Context: an optimization exercise on an open-source flow, tuned for small area and a short achievable clock period. The choices shown serve that exercise and are no tape-out recipe. Only simulation tests tie the RTL to the original design; equivalence was not proved. Power and IR drop assume default switching activity.

Design ibexc_data_tag_bridge, start of the top module:
module ibexc_data_tag_bridge #(
    parameter logic [31:0] TagBase        = 32'h2001_0000,
    parameter int          NumGranules    = 2048,
    parameter int          MaxOutstanding = 2
) (
    input  logic        clk_i,
    input  logic        rst_ni,
    input  logic        core_req_i,
    output logic        core_gnt_o,
    output logic        core_rvalid_o,
    input  logic        core_we_i,
    input  logic [3:0]  core_be_i,
    input  logic [31:0] core_addr_i,
    input  logic [32:0] core_wdata_i,
    input  logic        core_is_cap_i,
    output logic [32:0] core_rdata_o,
    output logic        core_err_o,
    output logic        bus_req_o,
    input  logic        bus_gnt_i,
    input  logic        bus_rvalid_i,
    output logic        bus_we_o,
    output logic [3:0]  bus_be_o,
    output logic [31:0] bus_addr_o,
    output logic [31:0] bus_wdata_o,
    input  logic [31:0] bus_rdata_i,
    input  logic        bus_err_i,
    output logic        protocol_err_o
);
Size in the first run: roughly 2100 flip-flops, roughly 77000 µm² of cells after synthesis.
clock: 7.0 ns
lec_check: 0
cap_margin: 20
core_margin: 2
core_utilization: 55
cts_cluster_diameter: 50
cts_cluster_size: 24
place_density: 0.72
setup_slack_margin: 3.6
slew_margin: 35
synth_hierarchical: 1
standard.sh (not shown) runs the stock make flow with config.mk's settings and CLKGATE_MAP_FILE= SYNTH_SCRIPT=/design/flow/synth_recipe.tcl, a recipe that flattens the netlist after the stock synthesis.
==> flow/flow/run.sh <==
#!/bin/bash
# The standard layout (standard.sh), with plain buffers rather than delay
# cells on the ports and no dummy clock loads. standard.sh's output goes to
# standard.log.
set -o pipefail
export BUFFER_PORTS_ARGS="-buffer_cell sky130_fd_sc_hd__buf_2"
export CTS_ARGS="-sink_clustering_enable -repair_clock_nets -dont_use_dummy_load -sink_clustering_size 24 -sink_clustering_max_diameter 50"
bash standard.sh > standard.log 2>&1
The starting point completed with no timing, DRC or antenna violations.
Change:
Settings changed: CORE_UTILIZATION 55 to 40, PLACE_DENSITY 0.72 to not set.
The new run completed without violations. Cell count went up by 8.1%. Wire length went up by 4.6%. Cell area went up by 2.2%. Via count went down by 1.2%. Sequential power stays flat. Combinational power hardly moves. Setup slack degrades by 0.061 ns. Non-clock buffer count went up by 81. Synthesized cell count is unchanged. Maximum frequency went down by 1.4%. Clock-buffer cell count went up by 4.

---

Setup of P:
Another version of the RTL of ibexc_data_tag_bridge (not shown whole).
Size: roughly 7500 cells after synthesis.
export LEC_CHECK = 0
export CAP_MARGIN = 20
export CORE_MARGIN = 2
export CORE_UTILIZATION = 40
export SETUP_SLACK_MARGIN = 3.6
export SLEW_MARGIN = 35
export SYNTH_HIERARCHICAL = 1
create_clock -name core_clock -period 7.0 [get_ports {clk_i}]
==> flow/flow/run.sh <==
#!/bin/bash
# The standard layout (standard.sh), with plain buffers rather than delay
# cells on the ports. standard.sh's output goes to standard.log.
set -o pipefail
export BUFFER_PORTS_ARGS="-buffer_cell sky130_fd_sc_hd__buf_2"
bash standard.sh > standard.log 2>&1
P was carried through to the last stage, and its layout satisfied the timing, design-rule and antenna checks.
Here is what was changed in the inputs of Q compared with P.
-- flow/flow/run.sh --
<<< P, line 3
# cells on the ports. standard.sh's output goes to standard.log.
>>> Q, line 3
# cells on the ports and no dummy clock loads. standard.sh's output goes to
# standard.log.
<<< P, line 6
>>> Q, line 7
export CTS_ARGS="-sink_clustering_enable -repair_clock_nets -dont_use_dummy_load -sink_clustering_size 24 -sink_clustering_max_diameter 50"
-- flow/config.mk --
<<< P, line 10
export CORE_UTILIZATION = 40
export SETUP_SLACK_MARGIN = 3.6
>>> Q, line 10
export CORE_UTILIZATION = 55
export CTS_CLUSTER_DIAMETER = 50
export CTS_CLUSTER_SIZE = 24
export PLACE_DENSITY = 0.72
export SETUP_SLACK_MARGIN = 4.2
Results
Q did not finish: a tool error stopped it during 5_1_grt.
Per the comparison of Q with P, clock buffer count from CTS went down 52; number of cells after detailed placement shows a reduction of about 8%.
Die extent in x: Q lower than P
On Q: starting density of the core is 15 points higher than what P gave.
Going from P to Q, global placer's final weighted congestion moved up, setup slack after placement went up 130 ps, area after detailed placement fell by 880 um2, post-cts resize count moved up.
Changes in R relative to Q:
-- flow/config.mk --
<<< Q, line 14
export SETUP_SLACK_MARGIN = 4.2
>>> R, line 14
export SETUP_SLACK_MARGIN = 3.6
## What came out
R finished all stages; the layout is clean.
Q is listed as incomplete: the tool reported an error in 5_1_grt and the run ended there.
From Q to R the numbers moved as follows: post-detailed-placement half-perimeter wirelength saw a decrease, number of storage elements in the synthesis netlist saw little to no change, number of buffers added for setup after CTS saw a decrease.

---

job 9663:
Another version of the RTL of ibexc_data_tag_bridge (not shown whole).
For scale: about 2100 flip-flops, about 78000 sq um of cells after synthesis.
clock: 7.0 ns
lec_check: 0
cap_margin: 20
core_margin: 2
core_utilization: 40
cts_cluster_diameter: 50
cts_cluster_size: 24
setup_slack_margin: 3.8
slew_margin: 35
synth_hierarchical: 1
==> flow/flow/run.sh <==
#!/bin/bash
# The standard layout (standard.sh), with plain buffers rather than delay
# cells on the ports and no dummy clock loads. standard.sh's output goes to
# standard.log.
set -o pipefail
export BUFFER_PORTS_ARGS="-buffer_cell sky130_fd_sc_hd__buf_2"
export CTS_ARGS="-sink_clustering_enable -repair_clock_nets -dont_use_dummy_load -sink_clustering_size 24 -sink_clustering_max_diameter 50"
bash standard.sh > standard.log 2>&1
Job 9663 was carried through to the last stage, and its layout satisfied the timing, design-rule and antenna checks.
What job 5567 does differently from job 9663 at the input level:
- SETUP_SLACK_MARGIN changed from 3.8 to 3.4
Notes after the runs:
- Taking job 9663 as the reference, in job 5567 final cell count -95; core utilization went down; maximum frequency fell by about 3.5%; highest fanout seen on the critical path dropped 11; final design instance area without fill -3300 sq um.
- Sort job 5567 and job 9663 by worst ir drop on vdd desc -> top: job 5567
- Job 5567 went all the way through the flow, and no timing, DRC or antenna check failed.
- On total chip power: job 5567 sits below job 9663.
- In job 5567, the global-route usage came out 0.50 points below the value in job 9663.
- Between job 9663 and job 5567, the number of combinational gates with multiple inputs does not differ in any meaningful way.
Changes in job 9223 relative to job 5567:
- SETUP_SLACK_MARGIN now 3.6, was 3.4
Notes after the runs:
- core_rdata_o[32] as the endpoint of the worst setup timing path was reported by job 5567, and nt_raw_q by job 9223.
- | cell internal power dissipation | job 9223 vs job 5567 | better |
- After detailed routing, job 5567 needs less wire than job 9223.
- Per the comparison of job 9223 with job 5567, worst path setup slack after routing moved up; routed length on met1 level; register clock-pin slew on the reported worst setup and hold paths level; worst path arrival time moved up; power density of the placed cells level.
- Post-route fraction of the period consumed by the critical path for job 9223: 2.3 points down relative to job 5567
- Re placer congestion estimate: job 5567 was lower than job 9223.
- The final critical delay including setup and external delays of job 9223 is lower than that of job 5567.

==> re-timing with driven ports <==
In the flow no input, the clock included, has a driving cell. The finished layouts below were timed again as built, in two steps.
Step 1: set_driving_cell puts a clkbuf_16 on clk_i and a buf_2 on each other input, an assumption about the parent block.
Step 2 also shifts input and output timing later by t, the mid clock arrival at the registers, as if the neighbouring blocks saw the same clock.
Three values: ideal ports, drivers, drivers and shift; two values: the first two.
run | t (ns) | setup WS [ns] | pins driven straight from the clock port
the first run of note 1 | 0.875 | 2.853 / 2.873 / 1.998 | 1
the second run of note 1 | 0.905 | 2.792 / 2.724 / 1.819 | 1
P | 0.962 | 2.895 / 2.896 / 1.934 | 1
R | 0.899 | 2.956 / 2.860 / 1.960 | 1
job 9663 | 0.894 | 3.338 / 3.236 / 2.457 | 1
job 5567 | 0.921 | 3.206 / 3.110 / 2.417 | 1
job 9223 | 0.924 | 3.369 / 3.335 / 2.492 | 1
After both steps setup and hold are still met in every run listed. For R, which loses most, drivers alone change the setup slack by -0.096 ns; drivers and shift together by -0.996 ns.
